Source: an optimization exercise on an open RTL-to-GDS flow (aim: small area). Production flows keep margins and buffers that such runs may drop.
The RTL was checked by simulation tests, not by an equivalence proof against the original design.
No activity file was given, so power comes from the tool's default toggle rates.

[flow/config.mk]
export PLATFORM = sky130hd
export DESIGN_NAME = board_shell
export DESIGN_NICKNAME = board_shell
export VERILOG_FILES = /design/flow/design.v
export SDC_FILE = /design/flow/constraint.sdc
export NUM_CORES = 4
export LEC_CHECK = 0
export CAP_MARGIN = 20
export CORE_MARGIN = 2
export CORE_UTILIZATION = 40
export SLEW_MARGIN = 20
[flow/constraint.sdc]
create_clock -name core_clock -period 10.0 [get_ports {clk}]
set_input_delay 2.0000 -clock core_clock [delete_from_list [all_inputs] [get_ports {clk}]]
set_output_delay 2.0000 -clock core_clock [all_outputs]
set_load 0.01 [all_outputs]
[flow/design.v]
`timescale 1ns/1ps
package shell_pkg;
    localparam int WORD_W  = 32;
    localparam int DIGIT_W = 4;
    localparam int DIGITS  = 8;
    localparam int SEG_W   = 7;
    localparam int VIEW_W  = 5;
    localparam int BTN_W   = 3;
    localparam int CNT_W = 32;
    localparam int unsigned DEBOUNCE_DEFAULT = 2_500;
    localparam int unsigned SCAN_DEFAULT     = 25;
    localparam int unsigned SLOW_DEFAULT     = 12_500;
    localparam int unsigned FAST_DEFAULT     = 50;
    localparam logic [WORD_W-1:0] FALLBACK_WORD = 32'hABBA_BABA;
    localparam logic [16*SEG_W-1:0] seg_table = {
        7'b0001110, 7'b0000110, 7'b0100001, 7'b1000110,
        7'b0000011, 7'b0001000, 7'b0011000, 7'b0000000,
        7'b1111000, 7'b0000010, 7'b0010010, 7'b0011001,
        7'b0110000, 7'b0100100, 7'b1111001, 7'b1000000
    };
    typedef struct packed {
        logic [WORD_W-1:0] pc_wb;
        logic [WORD_W-1:0] array_view;
        logic [WORD_W-1:0] ra;
        logic [WORD_W-1:0] s8;
        logic [WORD_W-1:0] sp;
    } cpu_status_t;
    typedef union packed {
        logic [WORD_W-1:0]              value;
        logic [DIGITS-1:0][DIGIT_W-1:0] digits;
    } display_word_t;
    typedef struct packed {
        logic stall;
        logic step;
        logic turbo;
    } buttons_t;
endpackage
`timescale 1ns/1ps
module input_conditioner (
    input  logic              clk,
    input  logic              nrst,
    input  shell_pkg::buttons_t          buttons,
    input  logic [shell_pkg::VIEW_W-1:0] view,
    output logic              sys_nrst,
    output shell_pkg::buttons_t          clean_buttons,
    output logic [shell_pkg::VIEW_W-1:0] clean_view
);
    localparam int N = shell_pkg::VIEW_W + shell_pkg::BTN_W;
    localparam logic [11:0] HIT_VAL  = 12'b100101101001;
    localparam logic [11:0] HIT_MASK = 12'b111101101111;
    localparam logic [11:0] INV      = 12'b101010101010;
    logic         rst_meta;
    logic [N-1:0] raw;
    logic [N-1:0] sync_0;
    logic [N-1:0] sync_1;
    logic [N-1:0] clean;
    logic [11:0]  count_q [N];
    always_ff @(posedge clk, negedge nrst) begin
        if (!nrst) begin
            rst_meta <= 1'b0;
            sys_nrst <= 1'b0;
        end else begin
            rst_meta <= 1'b1;
            sys_nrst <= rst_meta;
        end
    end
    assign raw = {view, buttons};
    always_ff @(posedge clk) begin
        if (!sys_nrst) begin
            sync_0 <= '0;
        end else begin
            sync_0 <= raw;
        end
        sync_1 <= sync_0;
    end
    for (genvar i = 0; i < N; i++) begin : g_bit
        logic [11:0] count;
        assign count = count_q[i] ^ INV;
        always_ff @(posedge clk) begin
            if (!sys_nrst) begin
                count_q[i] <= 12'd1 ^ INV;
            end else if (sync_0[i] != sync_1[i]) begin
                count_q[i] <= 12'd0 ^ INV;
            end else begin
                count_q[i] <= {count[10:0], ~(count[11] ^ count[0])} ^ INV;
            end
        end
        always_ff @(posedge clk) begin
            if (!sys_nrst) begin
                clean[i] <= 1'b0;
            end else if ((count & HIT_MASK) == HIT_VAL) begin
                clean[i] <= sync_1[i];
            end
        end
    end
    assign {clean_view, clean_buttons} = clean;
endmodule
`timescale 1ns/1ps
module run_control (
    input  logic     clk,
    input  logic     nrst,
    input  shell_pkg::buttons_t clean_buttons,
    input  logic     step_ready,
    output logic     step_valid
);
    localparam logic [13:0] FAST_VAL  = 14'b11001010101011;   
    localparam logic [13:0] FAST_MASK = 14'b10100000000100;
    localparam logic [13:0] SLOW_VAL  = 14'b01100011111000;   
    localparam logic [13:0] SLOW_MASK = 14'b00111111111111;
    localparam logic [13:0] INV       = 14'b10101010101010;
    logic [13:0] rate_q;
    logic [13:0] rate_count;
    logic        turbo_prev;
    logic        turbo_changed;
    logic        step_prev;
    logic        at_last;
    logic        tick;
    logic        step_edge;
    logic        request;
    assign rate_count = rate_q ^ INV;
    assign at_last = clean_buttons.turbo ? ((rate_count & FAST_MASK) == (FAST_VAL & FAST_MASK))
                                         : ((rate_count & SLOW_MASK) == (SLOW_VAL & SLOW_MASK));
    assign turbo_changed = clean_buttons.turbo != turbo_prev;
    assign tick          = !turbo_changed && at_last;
    assign step_edge     = clean_buttons.step && !step_prev;
    assign request       = clean_buttons.stall ? step_edge : tick;
    always_ff @(posedge clk) begin
        if (!nrst) begin
            rate_q     <= INV;
            turbo_prev <= 1'b0;
            step_prev  <= 1'b0;
        end else begin
            turbo_prev <= clean_buttons.turbo;
            step_prev  <= clean_buttons.step;
            if (turbo_changed || at_last) begin
                rate_q <= INV;
            end else begin
                rate_q <= {rate_count[12:0],
                           ~(rate_count[13] ^ rate_count[11] ^ rate_count[0])} ^ INV;
            end
        end
    end
    always_ff @(posedge clk, negedge nrst) begin
        if (!nrst) begin
            step_valid <= 1'b0;
        end else if (step_valid && step_ready) begin
            step_valid <= 1'b0;
        end else if (request) begin
            step_valid <= 1'b1;
        end
    end
endmodule
`timescale 1ns/1ps
module view_select (
    input  logic              clk,
    input  logic              nrst,
    input  logic [shell_pkg::VIEW_W-1:0] clean_view,
    output logic [4:0]        sel
);
    always_ff @(posedge clk, negedge nrst) begin
        if (!nrst) begin
            sel <= '0;
        end else begin
            for (int k = 0; k < 5; k++) begin
                sel[k] <= clean_view == (5'd1 << k);
            end
        end
    end
endmodule
`timescale 1ns/1ps
module display_scan (
    input  logic              clk,
    input  logic              nrst,
    input  shell_pkg::cpu_status_t       status,
    input  logic [4:0]        sel,
    output logic [shell_pkg::DIGITS-1:0] an,
    output logic [shell_pkg::SEG_W-1:0]  seg
);
    logic [4:0] scan_count;
    logic [2:0] digit_idx;
    logic       wrap;
    logic [7:0] dsel;
    logic [3:0] nib_w [5];
    logic [3:0] nib;
    logic [159:0] words;
    assign wrap = scan_count[4] & ~scan_count[3] & ~scan_count[1] & ~scan_count[0];   
    always_ff @(posedge clk) begin
        if (!nrst || wrap) begin
            scan_count <= '0;
        end else begin
            scan_count <= {scan_count[3:0], ~(scan_count[4] ^ scan_count[2])};
        end
    end
    always_ff @(posedge clk, negedge nrst) begin
        if (!nrst) begin
            digit_idx <= '0;
        end else if (wrap) begin
            digit_idx <= digit_idx + 1'b1;
        end
    end
    always_comb begin
        for (int d = 0; d < 8; d++) begin
            dsel[d] = digit_idx == 3'(d);
        end
    end
    assign an = ~dsel;
    assign words = status;
    always_comb begin
        for (int w = 0; w < 5; w++) begin
            nib_w[w] = '0;
            for (int d = 0; d < 8; d++) begin
                nib_w[w] = nib_w[w] | ({4{dsel[d]}} & words[w*32 + d*4 +: 4]);
            end
        end
        nib = '0;
        for (int w = 0; w < 5; w++) begin
            nib = nib | ({4{sel[w]}} & nib_w[w]);
        end
        if (sel == 5'd0) begin
            nib = {3'b101, dsel[1] | dsel[3] | dsel[5] | dsel[6]};
        end
    end
    always_comb begin
        case (nib)
            4'h0: seg = 7'b1000000;
            4'h1: seg = 7'b1111001;
            4'h2: seg = 7'b0100100;
            4'h3: seg = 7'b0110000;
            4'h4: seg = 7'b0011001;
            4'h5: seg = 7'b0010010;
            4'h6: seg = 7'b0000010;
            4'h7: seg = 7'b1111000;
            4'h8: seg = 7'b0000000;
            4'h9: seg = 7'b0011000;
            4'hA: seg = 7'b0001000;
            4'hB: seg = 7'b0000011;
            4'hC: seg = 7'b1000110;
            4'hD: seg = 7'b0100001;
            4'hE: seg = 7'b0000110;
            default: seg = 7'b0001110;
        endcase
    end
endmodule
`timescale 1ns/1ps
module board_shell #(
    parameter int unsigned DEBOUNCE_CYCLES = shell_pkg::DEBOUNCE_DEFAULT,
    parameter int unsigned SCAN_CYCLES     = shell_pkg::SCAN_DEFAULT,
    parameter int unsigned SLOW_CYCLES     = shell_pkg::SLOW_DEFAULT,
    parameter int unsigned FAST_CYCLES     = shell_pkg::FAST_DEFAULT
) (
    input  logic              clk,
    input  logic              nrst,
    input  shell_pkg::buttons_t          buttons,
    input  logic [shell_pkg::VIEW_W-1:0] view,
    input  shell_pkg::cpu_status_t       status,
    input  logic              step_ready,
    output logic [shell_pkg::DIGITS-1:0] an,
    output logic [shell_pkg::SEG_W-1:0]  seg,
    output logic              step_valid,
    output logic              core_nrst
);
    shell_pkg::buttons_t          clean_buttons;
    logic [shell_pkg::VIEW_W-1:0] clean_view;
    logic [4:0]                   sel;
    input_conditioner i_input_conditioner (
        .clk          (clk),
        .nrst         (nrst),
        .buttons      (buttons),
        .view         (view),
        .sys_nrst     (core_nrst),
        .clean_buttons(clean_buttons),
        .clean_view   (clean_view)
    );
    run_control i_run_control (
        .clk          (clk),
        .nrst         (core_nrst),
        .clean_buttons(clean_buttons),
        .step_ready   (step_ready),
        .step_valid   (step_valid)
    );
    view_select i_view_select (
        .clk       (clk),
        .nrst      (core_nrst),
        .clean_view(clean_view),
        .sel       (sel)
    );
    display_scan i_display_scan (
        .clk   (clk),
        .nrst  (core_nrst),
        .status(status),
        .sel   (sel),
        .an    (an),
        .seg   (seg)
    );
endmodule
[flow/flow/run.sh]
#!/bin/bash
# Standard synthesis and layout (standard.sh), with two changes to how the
# layout is made:
#  * every input and output port still gets its own buffer, but a
#    sky130_fd_sc_hd__buf_1 rather than the delay-cell default;
#  * clock tree synthesis inserts no dummy loads.
# The full output of the flow goes to flow_run.log in the work folder.
set -euo pipefail
export BUFFER_PORTS_ARGS="-buffer_cell sky130_fd_sc_hd__buf_1"
export CTS_ARGS="-sink_clustering_enable -repair_clock_nets -dont_use_dummy_load"
bash standard.sh > flow_run.log 2>&1
[flow/standard.sh]
#!/bin/bash
# synth_recipe.tcl (not shown) runs the flow's synth.tcl, then flattens the netlist and writes it again
# the make line also repeats each setting of config.mk as NAME=value (left out here)
make -C /OpenROAD-flow-scripts/flow DESIGN_CONFIG=/design/flow/config.mk WORK_HOME=/design/flow/orfs CLKGATE_MAP_FILE= SYNTH_SCRIPT=/design/flow/synth_recipe.tcl "${@:-finish}"
==> results.py, run 1 <==
metrics = {
    "run_status": {
        "status": "no timing/DRC/antenna violations",
    },
    "setup_path": {
        "slowest_stage": "dfrtp_1",
        "arrival_ns": 4.90,
        "crit_path_start_kind": "flip-flop",
        "cp_max_fo": 21,
        "crit_type": "reg -> out",
        "cpPeakStageDelay_ns": 0.87,
        "cp.required_ns": 8.00,
        "reg2reg_from": "i_display_scan.digit_idx[2]",
        "r2r_setup_slack_ns": 8.16,
        "reg2reg_to": "i_display_scan.digit_idx[2]",
        "critPathCaptureType": "output pin",
        "cp-startpoint": "i_display_scan.digit_idx[2]",
        "cp_top_family": "compound AO/OA/AOI/OAI gates",
        "worst-path-buf-inv": 4,
        "path_cells": "inv_2 -> ha_1 -> buf_4 -> a222oi_1 -> nand3_1 -> a222oi_1 -> nand4_1 -> ha_1 -> inv_1 -> nor3_1 -> a21oi_1 -> a211oi_1 -> buf_1",
        "worstRegToRegCells": 3,
    },
    "cts": {
        "cts-hold-fix-buffers": 0,
        "cts_tree": "built",
        "clock_path_buffers": 2,
        "numCtsBuffers": 17,
        "h-tree-depth": 4,
        "clkTransAtPathRegs_ns": 0.05,
        "cts_sinks": 152,
        "postCtsSetupRepairBufs": 0,
        "cts_resized": 0,
        "clockRootBuffer": "clkbuf_16",
        "worstSkewPairLatency_ns": 0.41,
    },
    "grt": {
        "grt_use_total_pct": 19.0,
        "grt_pass1_wl_mm": 24.3,
        "grt_pass1_vias": 5175,
        "grt-ovfl-total": 0,
        "grt_max_degree": 60,
        "antenna_found_initial": 0,
    },
    "pwr": {
        "pwr-share-clk_pct": 35.3,
        "internal_power_w": 0.00102,
        "powerDensity_nw_per_um2": 193,
        "ir_drop_mv": 0.106,
        "combPwrFrac_pct": 19.3,
        "p_seq_share_pct": 45.4,
        "p_switching_w": 0.000373,
        "p_leak_nw": 2.71,
        "switching_share_pct": 26.7,
    },
    "die": {
        "dieArea_um2": 16000,
        "row_count": 44,
        "ios": 188,
        "fp.dieH_um": 126,
        "core-area_um2": 14600,
        "die_w_um": 126,
        "start_util_pct": 41.1,
    },
    "detailed_routing": {
        "firstDrtPassIters": 6,
        "drc_errors": 0,
        "drt-total-wl_mm": 15.3,
        "viasPerCell": 5.30,
        "antenna_left": 0,
        "wl_per_cell_um": 15.7,
        "num_vias": 5146,
        "dr.first_iter.drc_count": 401,
    },
    "timing": {
        "setup_tns_ns": 0,
        "fmax_ghz": 0.145,
        "drv_slew": 0,
        "post-route-period-util_pct": 69.0,
        "rsz0062_at_grt": "false",
        "fin_skew_ns": 0.0153,
        "hold_slack_ns": 0.301,
        "finalSetupViolCount": 0,
        "fin_crit_ns": 6.90,
        "worstMarginPinSlew_ns": 0.913,
        "max_slew_margin_pct": 39.0,
        "hold_violations": 0,
    },
    "yosys": {
        "syn_avg_cell_area_um2": 9.79,
        "ys_ff_latch": 152,
        "yosys-top-cells-area": "dfxtp_1, nand2_1, dfrtp_1",
        "synthAdderAreaFrac_pct": 2.30,
        "syn_area_um2": 5990,
        "syn_nets": 794,
        "yosysSeqAreaShare_pct": 51.7,
        "synth_cell_types": 57,
        "ys.flop_type": "dfxtp_1",
        "synthSimpleGateAreaFrac_pct": 20.1,
        "yosysTopAreaCell": "dfxtp_1",
        "synth-compound-area-share_pct": 13.6,
        "synth_xor_area_share_pct": 3.22,
        "synth_top_area_share_pct": 47.1,
        "synth_warnings": 6,
        "async_flop_share_pct": 7.24,
        "synth_top_family_by_area": "simple AND/OR/NAND/NOR gates",
        "synthCells": 612,
        "synth.area.mux_share_pct": 4.95,
        "synth_edf_count": 0,
    },
    "final_layout": {
        "layout.nets": 971,
        "layout_common_cells": "buf_1, dfxtp_1, nand2_1",
        "area_delta_synth_final_pct": 20.7,
        "diodes": 0,
        "drive_gt1_share_pct": 5.72,
        "fillCellCount": 1417,
        "final_common_cell": "buf_1",
    },
    "placed_design": {
        "place_congestion": 0.905,
        "hpwl_mm": 11.6,
        "io_buffers": 187,
    },
    "hold_path": {
        "worstHoldPathType": "reg -> async",
    },
    "run": {
        "cap_violations": 0,
    },
}
==> per-stage QoR <==
step	total power (W)	utilization, %	area (µm²)	setup slack (ns)	cells
5_1_grt	0.00147	49.6	7230	2.80	971
3_3_place_gp	0.000911	46.6	6800	3.44	954
3_5_place_dp	0.000916	46.6	6800	3.36	954
6_report	0.00140	49.6	7230	3.10	971
2_1_floorplan	0.000828	-	5990	3.93	612
4_1_cts	0.00141	49.6	7230	3.11	971
==> area by class of cell <==
type	count	area, µm²	area share, %
sequential	152	3100	42.9
multi-input combinational	406	2650	36.7
timing repair buffer	194	754	10.4
clock buffer	17	425	5.88
tap	184	230	3.18
inverter	18	67.6	0.935
==> registers in the layout, summed over array words and instances (netlist names) <==
register                      count
i_input_conditioner.count_q      96
i_run_control.rate_q             14
i_input_conditioner.clean         8
i_input_conditioner.sync_0        8
i_input_conditioner.sync_1        8
i_display_scan.scan_count         5
i_view_select.sel                 5
i_display_scan.digit_idx          3
i_input_conditioner.rst_meta      1
i_input_conditioner.sys_nrst      1
i_run_control.step_prev           1
i_run_control.step_valid          1
i_run_control.turbo_prev          1
==> logic make-up after synthesis <==
logic type	Yosys count
AND/OR/NAND/NOR	245
flip-flops	152
AO/OA/AOI/OAI	100
buffers and inverters	54
multiplexers	27
XOR/XNOR	22
adder cells (fa/ha/maj)	11
other	1
==> Yosys cell counts (10+ instances only) <==
cell type and instances:
dfxtp_1 141, nand2_1 98, nor2_1 55, a222oi_1 25
and2_1 23, clkbuf_1 22, inv_1 17, a221oi_1 15
xnor2_1 14, mux2_2 12, nor2b_1 12, dfrtp_1 11
ha_1 11, a22oi_1 10, buf_2 10, nor4b_1 10
==> worst max path at each step <==
| stage | endpoint | slack (ns) | cells past startpoint |
|---|---|---|---|
| 5_1_grt | seg[3] | 2.80 | 13 |
| 3_3_place_gp | seg[3] | 3.44 | 13 |
| 4_1_cts | seg[3] | 3.11 | 13 |
| 2_1_floorplan | seg[3] | 3.93 | 10 |
| 3_5_place_dp | seg[3] | 3.36 | 13 |
| 6_report | seg[3] | 3.10 | 13 |
==> metal layers <==
| metal | vias up | global-route usage (%) | share of wire (%) |
|---|---|---|---|
| met2 | 208 | 34.6 | 50 |
| li1 | 2512 | - | - |
| met5 | - | 0 | 0 |
| met1 | 2389 | 20.8 | 40 |
| met4 | 0 | 8.92 | 3.1 |
| met3 | 37 | 4.39 | 6.1 |
==> power by group through the flow <==
stage / Clock (W) / Sequential, W / Combinational (W)
after global routing: 0.000532 / 0.000637 / 0.000299
final: 0.000493 / 0.000635 / 0.000270
after floorplan: 0 / 0.000645 / 0.000182
after CTS: 0.000506 / 0.000635 / 0.000270
after global placement: 0 / 0.000647 / 0.000264
after detailed placement: 0 / 0.000648 / 0.000269
==> run 2, diff against run 1 <==
==> flow/run.sh (new file) <==
#!/bin/bash
# synth_recipe.tcl (not shown) runs the flow's synth.tcl, then flattens the netlist and writes it again
# the make line also repeats each setting of config.mk as NAME=value (left out here)
make -C /OpenROAD-flow-scripts/flow DESIGN_CONFIG=/design/flow/config.mk WORK_HOME=/design/flow/orfs CLKGATE_MAP_FILE= SYNTH_SCRIPT=/design/flow/synth_recipe.tcl finish
removed: flow/flow/run.sh
removed: flow/standard.sh
==> run 2 against run 1 <==
  * Combinational power up 24%
  * Count of clock-buffer cells in the layout up 8
  * Total power up 18%
  * Critical endpoint unchanged
  * Synthesized cell count unchanged
  * Setup slack worse by 0.42 ns
  * Non-clock buffer count down 1
  * Sequential share of layout area down 6.9 points
  * Maximum frequency down 5.8%
==> results.py, run 2 <==
metrics = {
    "run_status": {
        "status": "no timing/DRC/antenna violations",
    },
    "pwr": {
        "ir_drop_mv": 0.185,
        "pwr-share-clk_pct": 41.4,
        "internal_power_w": 0.00125,
        "p_switching_w": 0.000409,
        "powerDensity_nw_per_um2": 192,
        "combPwrFrac_pct": 20.3,
        "switching_share_pct": 24.7,
        "p_leak_nw": 3.33,
        "p_seq_share_pct": 38.4,
    },
    "yosys": {
        "async_flop_share_pct": 7.24,
        "yosys-top-cells-area": "dfxtp_1, nand2_1, dfrtp_1",
        "syn_area_um2": 5990,
        "yosys-top-cells-count": "dfxtp_1, nand2_1, nor2_1",
        "yosysTopAreaCell": "dfxtp_1",
        "syn_nets": 794,
        "synth_most_common_cell": "dfxtp_1",
        "synthCells": 612,
        "yosysSeqAreaShare_pct": 51.7,
        "synth_top_area_share_pct": 47.1,
        "syn_avg_cell_area_um2": 9.79,
        "ys_ff_latch": 152,
        "synth_edf_count": 0,
        "synth_warnings": 6,
        "synth_cell_types": 57,
        "ys.flop_type": "dfxtp_1",
    },
    "die": {
        "row_count": 44,
        "fp.dieH_um": 126,
        "dieArea_um2": 16000,
        "die_w_um": 126,
        "core-area_um2": 14600,
        "ios": 188,
        "start_util_pct": 41.1,
    },
    "final_layout": {
        "layout_common_cells": "clkdlybuf4s50_1, dfxtp_1, nand2_1",
        "layout.nets": 970,
        "fillCellCount": 1253,
        "final_area_um2": 8620,
        "final_common_cell": "clkdlybuf4s50_1",
        "largest_register_ffs": 96,
        "area_delta_synth_final_pct": 44.0,
        "utilization_pct": 59.1,
        "regMostFlops": "i_input_conditioner.count_q",
        "reg_top3": "i_input_conditioner.count_q: 96 flops, i_run_control.rate_q: 14 flops",
        "drive_gt1_share_pct": 7.12,
    },
    "placed_design": {
        "hpwl_mm": 12.7,
        "detailed_place.area_um2": 7970,
        "place_congestion": 0.885,
        "io_buffers": 187,
    },
    "grt": {
        "grt_use_total_pct": 21.5,
        "grt_pass1_wl_mm": 27.3,
        "antenna_found_initial": 1,
        "grt_pass1_vias": 5361,
        "grt-ovfl-total": 0,
        "grt_max_degree": 60,
    },
    "run": {
        "cap_violations": 0,
    },
    "timing": {
        "rsz0062_at_grt": "false",
        "hold_violations": 0,
        "drv_slew": 0,
        "post-route-period-util_pct": 73.3,
        "fin_skew_ns": 0.00490,
        "setup_tns_ns": 0,
        "hold_slack_ns": 0.315,
        "fin_crit_ns": 7.33,
        "fmax_ghz": 0.136,
        "max_slew_margin_pct": 38.2,
        "finalSetupViolCount": 0,
        "worstMarginPinSlew_ns": 0.928,
    },
    "detailed_routing": {
        "viasPerCell": 5.32,
        "num_vias": 5249,
        "antenna_left": 0,
        "drt-total-wl_mm": 17.2,
        "dr.first_iter.drc_count": 411,
        "firstDrtPassIters": 6,
        "drc_errors": 0,
        "wl_per_cell_um": 17.4,
    },
    "cts": {
        "cts_sinks": 152,
        "cts-hold-fix-buffers": 0,
        "cts_tree": "built",
        "clockRootBuffer": "clkbuf_16",
        "h-tree-depth": 4,
        "numCtsBuffers": 17,
        "clock_path_buffers": 2,
        "cts_resized": 0,
        "worstSkewPairLatency_ns": 0.40,
        "postCtsSetupRepairBufs": 0,
        "clkTransAtPathRegs_ns": 0.06,
    },
    "setup_path": {
        "crit_type": "in -> out",
        "crit_path_start_kind": "input port",
        "critPathCaptureType": "output pin",
        "cp_max_fo": 7,
        "worstRegToRegCells": 3,
        "cp.required_ns": 8.00,
        "arrival_ns": 5.33,
    },
    "hold_path": {
        "worstHoldPathType": "reg -> async",
    },
}
run 2: cell counts after synthesis:
No cell type changed its count.
run 2: cell type report:
class / count / area (µm²) / area share, %
antenna: 1 / 2.50 / 0.0290
clock buffer: 25 / 515 / 5.98
clock inverter: 7 / 138 / 1.60
inverter: 18 / 67.6 / 0.784
multi-input combinational: 406 / 2650 / 30.8
sequential: 152 / 3100 / 35.9
tap: 184 / 230 / 2.67
timing repair buffer: 193 / 1920 / 22.2
run 2: routing by layer:
metal	track usage [%]	wire (µm)	share of wire, %
met1	24.2	6860	40
met5	0	0	0
met3	5.86	1200	7.0
met4	9.50	478	2.8
met2	38.0	8620	50
run 2: worst max-delay path, stage by stage:
cell and delay, ns:
clkdlybuf4s50_1 0.40, mux2_4 0.27, a222oi_1 0.29, o21ai_1 0.17, a222oi_1 0.36, a31o_2 0.30, ha_1 0.20, inv_1 0.07
nor3_1 0.25, a21oi_1 0.07, a211oi_1 0.31, clkdlybuf4s50_1 0.63
run 2: worst paths after layout:
path	slack (ns)	from	to
hold reg to reg	0.31	i_input_conditioner.sys_nrst	i_run_control.step_valid
min in group core_clock	0.35	i_input_conditioner.rst_meta	i_input_conditioner.sys_nrst
setup / recovery	2.67	status[8]	seg[3]
max in group asynchronous	8.13	nrst	i_input_conditioner.rst_meta
setup reg to reg	8.12	i_display_scan.digit_idx[2]	i_display_scan.digit_idx[2]
hold / removal	0.31	i_input_conditioner.sys_nrst	i_run_control.step_valid
run 2: kinds of logic (layout without fill, tap and decap cells):
group           count (synthesis)  after routing  share of synthesized area [%]
simple gates                  245            245                           20.1
flops                         152            152                           51.7
compound gates                100            100                           13.6
buf+inv                        54            243                           3.97
mux                            27             27                           4.95
xor+xnor                       22             22                           3.22
fa+ha+maj                      11             11                           2.30
other cells                     1              2                         0.0626
run 2: metrics by stage:
step / setup WS (ns) / total power [W] / std cells
after floorplan: 3.93 / 0.000828 / 612
after global placement: 2.75 / 0.000977 / 953
after detailed placement: 2.70 / 0.000982 / 953
after CTS: 2.69 / 0.00167 / 985
after global routing: 2.48 / 0.00172 / 986
final: 2.67 / 0.00165 / 986
run 2: power groups by stage:
stage          Clock (W)  Combinational [W]  Sequential, W
6_report        0.000684           0.000335       0.000635
5_1_grt         0.000723           0.000361       0.000637
4_1_cts         0.000698           0.000336       0.000635
3_5_place_dp           0           0.000334       0.000648
3_3_place_gp           0           0.000330       0.000647
2_1_floorplan          0           0.000182       0.000645
==> run 3, diff against run 2 <==
--- a/flow/design.v
+++ b/flow/design.v
@@ -204,20 +204,16 @@
         end
     end
     assign an = ~dsel;
-    assign words = status;
+    logic [31:0] shown;
     always_comb begin
+        shown = '0;
         for (int w = 0; w < 5; w++) begin
-            nib_w[w] = '0;
-            for (int d = 0; d < 8; d++) begin
-                nib_w[w] = nib_w[w] | ({4{dsel[d]}} & words[w*32 + d*4 +: 4]);
-            end
-        end
+            shown = shown | ({32{sel[w]}} & status[w*32 +: 32]);
+        end
+        if (sel == 5'd0) shown = shell_pkg::FALLBACK_WORD;
         nib = '0;
-        for (int w = 0; w < 5; w++) begin
-            nib = nib | ({4{sel[w]}} & nib_w[w]);
-        end
-        if (sel == 5'd0) begin
-            nib = {3'b101, dsel[1] | dsel[3] | dsel[5] | dsel[6]};
+        for (int d = 0; d < 8; d++) begin
+            nib = nib | ({4{dsel[d]}} & shown[d*4 +: 4]);
         end
     end
     always_comb begin
==> flow/flow/run.sh (new file) <==
#!/bin/bash
# Standard synthesis and layout (standard.sh), with these changes to how the
# layout is made:
#  * after floorplanning, every cell is swapped for the smallest cell with the
#    same function (flow/downsize.tcl); placement's repair_design and the
#    later timing repair size cells up again where needed;
#  * every input and output port still gets its own buffer, but a
#    sky130_fd_sc_hd__buf_1 rather than the delay-cell default;
#  * clock tree synthesis builds its tree from sky130_fd_sc_hd__clkbuf_4 and
#    inserts no dummy loads.
# The full output of the flow goes to flow_run.log in the work folder.
set -euo pipefail
export POST_FLOORPLAN_TCL="$PWD/flow/downsize.tcl"
export BUFFER_PORTS_ARGS="-buffer_cell sky130_fd_sc_hd__buf_1"
export CTS_ARGS="-sink_clustering_enable -repair_clock_nets -dont_use_dummy_load -buf_list sky130_fd_sc_hd__clkbuf_4"
bash standard.sh > flow_run.log 2>&1
==> flow/flow/downsize.tcl (new file) <==
# Give every cell the smallest-area cell of the platform's library with the
# same function and pins (same name up to the drive-strength suffix); the
# placement's repair_design and the later timing repair size cells up again
# where slew, capacitance or timing need it.
set n_swapped 0
set lib_area [dict create]
foreach lc [get_lib_cells sky130_fd_sc_hd__*] {
  dict set lib_area [get_name $lc] [get_property $lc area]
}
foreach inst [get_cells *] {
  set master [get_property $inst ref_name]
  if {![regexp {^(sky130_fd_sc_hd__[a-z0-9]+)_([0-9]+)$} $master -> base drive]} { continue }
  set best $master
  set best_area [dict get $lib_area $master]
  dict for {name area} $lib_area {
    if {[regexp "^${base}_(\[0-9\]+)\$" $name]} {
      if {$area < $best_area} { set best $name; set best_area $area }
    }
  }
  if {$best ne $master} {
    replace_cell $inst [get_lib_cells $best]
    incr n_swapped
  }
}
puts "downsize: replaced $n_swapped cells with smaller ones"
==> flow/standard.sh (new file) <==
#!/bin/bash
# synth_recipe.tcl (not shown) runs the flow's synth.tcl, then flattens the netlist and writes it again
# the make line also repeats each setting of config.mk as NAME=value (left out here)
make -C /OpenROAD-flow-scripts/flow DESIGN_CONFIG=/design/flow/config.mk WORK_HOME=/design/flow/orfs CLKGATE_MAP_FILE= SYNTH_SCRIPT=/design/flow/synth_recipe.tcl "${@:-finish}"
removed: flow/run.sh
==> run 3 against run 2 <==
  * Via count decreased by 1.1%
  * Non-clock buffer count unchanged
  * Sequential cell count unchanged
==> results.py, run 3 <==
metrics = {
    "timing": {
        "worstMarginPinSlew_ns": 0.937,
        "hold_violations": 0,
        "setup_slack_ns": 3.41,
        "finalSetupViolCount": 0,
        "fin_crit_ns": 6.59,
        "fin_skew_ns": 0.0360,
        "setup_tns_ns": 0,
        "drv_slew": 0,
        "post-route-period-util_pct": 65.9,
        "max_slew_margin_pct": 37.5,
        "hold_slack_ns": 0.337,
        "fmax_ghz": 0.152,
        "rsz0062_at_grt": "false",
    },
    "pwr": {
        "p_seq_share_pct": 54.7,
        "combPwrFrac_pct": 24.5,
        "switching_share_pct": 30.7,
        "p_leak_nw": 2.45,
        "internal_power_w": 0.000814,
        "ir_drop_mv": 0.101,
        "pwr-share-clk_pct": 20.8,
        "powerDensity_nw_per_um2": 173,
        "p_switching_w": 0.000361,
    },
    "cts": {
        "cts_tree": "built",
        "clkTransAtPathRegs_ns": 0.11,
        "h-tree-depth": 4,
        "postCtsSetupRepairBufs": 0,
        "cts-hold-fix-buffers": 0,
        "numCtsBuffers": 17,
        "cts_sinks": 152,
        "clock_path_buffers": 2,
        "cts_resized": 0,
        "clockRootBuffer": "clkbuf_4",
        "worstSkewPairLatency_ns": 0.51,
    },
    "grt": {
        "grt_pass1_vias": 5183,
        "antenna_found_initial": 0,
        "grt_max_degree": 59,
        "grt_use_total_pct": 19.8,
        "grt-ovfl-total": 0,
        "grt_pass1_wl_mm": 25.0,
    },
    "final_layout": {
        "layout.nets": 966,
        "area_delta_synth_final_pct": 15.7,
        "final_common_cell": "buf_1",
        "largest_register_ffs": 96,
        "layout_common_cells": "buf_1, dfxtp_1, nand2_1",
        "drive_gt1_share_pct": 3.32,
        "final_area_um2": 6780,
        "regMostFlops": "i_input_conditioner.count_q",
        "reg_top3": "i_input_conditioner.count_q: 96 flops, i_run_control.rate_q: 14 flops",
    },
    "detailed_routing": {
        "antenna_left": 0,
        "wl_per_cell_um": 16.0,
        "drt-total-wl_mm": 15.5,
        "dr.first_iter.drc_count": 368,
        "viasPerCell": 5.37,
        "firstDrtPassIters": 6,
        "drc_errors": 0,
        "num_vias": 5192,
    },
    "placed_design": {
        "hpwl_mm": 11.8,
        "place_congestion": 0.909,
        "io_buffers": 187,
        "detailed_place.area_um2": 6640,
        "pre_cts_ws_ns": 3.37,
    },
    "yosys": {
        "synth_edf_count": 0,
        "yosysTopAreaCell": "dfxtp_1",
        "synth_cell_types": 47,
        "synth_warnings": 5,
        "syn_avg_cell_area_um2": 9.67,
        "ys.flop_type": "dfxtp_1",
        "ys_ff_latch": 152,
        "synth_most_common_cell": "dfxtp_1",
        "syn_area_um2": 5860,
        "syn_nets": 788,
        "synthCells": 606,
        "synth_top_area_share_pct": 48.2,
        "async_flop_share_pct": 7.24,
        "yosys-top-cells-count": "dfxtp_1, nand2_1, nor2_1",
        "yosys-top-cells-area": "dfxtp_1, nand2_1, dfrtp_1",
        "yosysSeqAreaShare_pct": 52.9,
    },
    "setup_path": {
        "critPathCaptureType": "output pin",
        "cp_max_fo": 13,
        "cp.required_ns": 8.00,
        "arrival_ns": 4.59,
        "crit_path_start_kind": "input port",
        "crit_type": "in -> out",
    },
    "die": {
        "die_w_um": 125,
        "row_count": 44,
        "start_util_pct": 40.6,
        "core-area_um2": 14400,
        "ios": 188,
        "fp.dieH_um": 125,
        "dieArea_um2": 15600,
    },
    "hold_path": {
        "worstHoldPathType": "reg -> reg",
    },
    "run_status": {
        "status": "no timing/DRC/antenna violations",
    },
    "run": {
        "cap_violations": 0,
    },
}
-- run 3: worst paths after layout --
path	slack, ns	cells past startpoint	from	end
worst max-delay path	3.41	8	status[59]	seg[3]
worst min-delay path	0.34	0	i_input_conditioner.sync_0[6]	i_input_conditioner.sync_1[6]
worst max register to register	8.15	3	i_display_scan.digit_idx[2]	i_display_scan.digit_idx[2]
worst min register to register	0.34	0	i_input_conditioner.sync_0[6]	i_input_conditioner.sync_1[6]
max in group asynchronous	8.60	1	nrst	i_input_conditioner.sys_nrst
min in group asynchronous	0.42	1	i_input_conditioner.sys_nrst	i_display_scan.digit_idx[2]
-- run 3: cell type report --
cell class                      instances  area [µm²]
Clock buffer                           17         128
Fill cell                            1415        7640
Timing Repair Buffer                  193         747
Multi-Input combinational cell        409        2530
Inverter                               11        41.3
Antenna cell                            1        2.50
Sequential cell                       152        3100
Tap cell                              184         230
-- run 3: critical path, cell delays in order --
cell and delay, ns:
buf_1 0.08, a222oi_1 0.45, a21oi_1 0.12, or4_1 0.56
nor2_1 0.72, a21oi_1 0.16, a211oi_1 0.30, buf_1 0.20
-- run 3: metrics by stage --
| step | total power (W) | utilization (%) | instances |
|---|---|---|---|
| after floorplan | 0.000862 | - | 606 |
| after global placement | 0.000942 | 46.1 | 949 |
| after detailed placement | 0.000943 | 46.1 | 949 |
| after CTS | 0.00119 | 46.9 | 966 |
| after global routing | 0.00124 | 47.0 | 966 |
| final | 0.00118 | 47.0 | 967 |
-- run 3: cell families after synthesis --
kind of cell | count (synthesis) | share of synthesized area, %
and+or+nand+nor | 253 | 21.3
DFF | 152 | 52.9
AOI/OAI and AO/OA | 110 | 14.5
buffers and inverters | 45 | 3.54
xor gates and xnor gates | 22 | 3.29
muxes | 12 | 2.07
adders and majority gates | 11 | 2.35
other | 1 | 0.0640
-- run 3: power groups by stage --
| stage | registers, W | logic, W | clock network, W |
|---|---|---|---|
| after global placement | 0.000656 | 0.000287 | 0 |
| after floorplan | 0.000647 | 0.000215 | 0 |
| after CTS | 0.000643 | 0.000287 | 0.000257 |
| after global routing | 0.000646 | 0.000316 | 0.000282 |
| final | 0.000643 | 0.000288 | 0.000244 |
| after detailed placement | 0.000656 | 0.000286 | 0 |
-- run 3: routing by layer --
layer	global-route usage, %	part of all wire [%]
met1	22.9	42
met2	34.2	49
met3	5.39	6.5
met4	8.95	3.4
met5	0	0

[separate check: timing with driven ports]
In the flow no input, the clock included, has a driving cell. The finished layouts below were timed again as built, in two steps.
Step 1 sets driving cells, clkbuf_16 on the clock port and buf_2 on the other inputs (assumed; they add their load-dependent delay and slew).
Step 2 moves the port delays by t, midway between the first and last clock arrival at a register: inputs arrive t later, outputs are due t later. That takes back most of the time a late clock gives input paths.
Slacks: ideal / step 1 / step 2; pairs: ideal / step 1.
run	shift t [ns]	slack for setup (ns)	clock arrival spread, ns
run 1	0.435	3.097 / 3.061 / 3.341	0.016 / 0.016
run 2	0.436	2.674 / 2.645 / 2.645	0.005 / 0.005
run 3	0.522	3.406 / 3.383 / 3.383	0.040 / 0.040
After both steps every run listed still meets setup and hold. The setup slack of run 2, which loses most, moves by -0.029 ns with the drivers and by -0.029 ns with both steps.
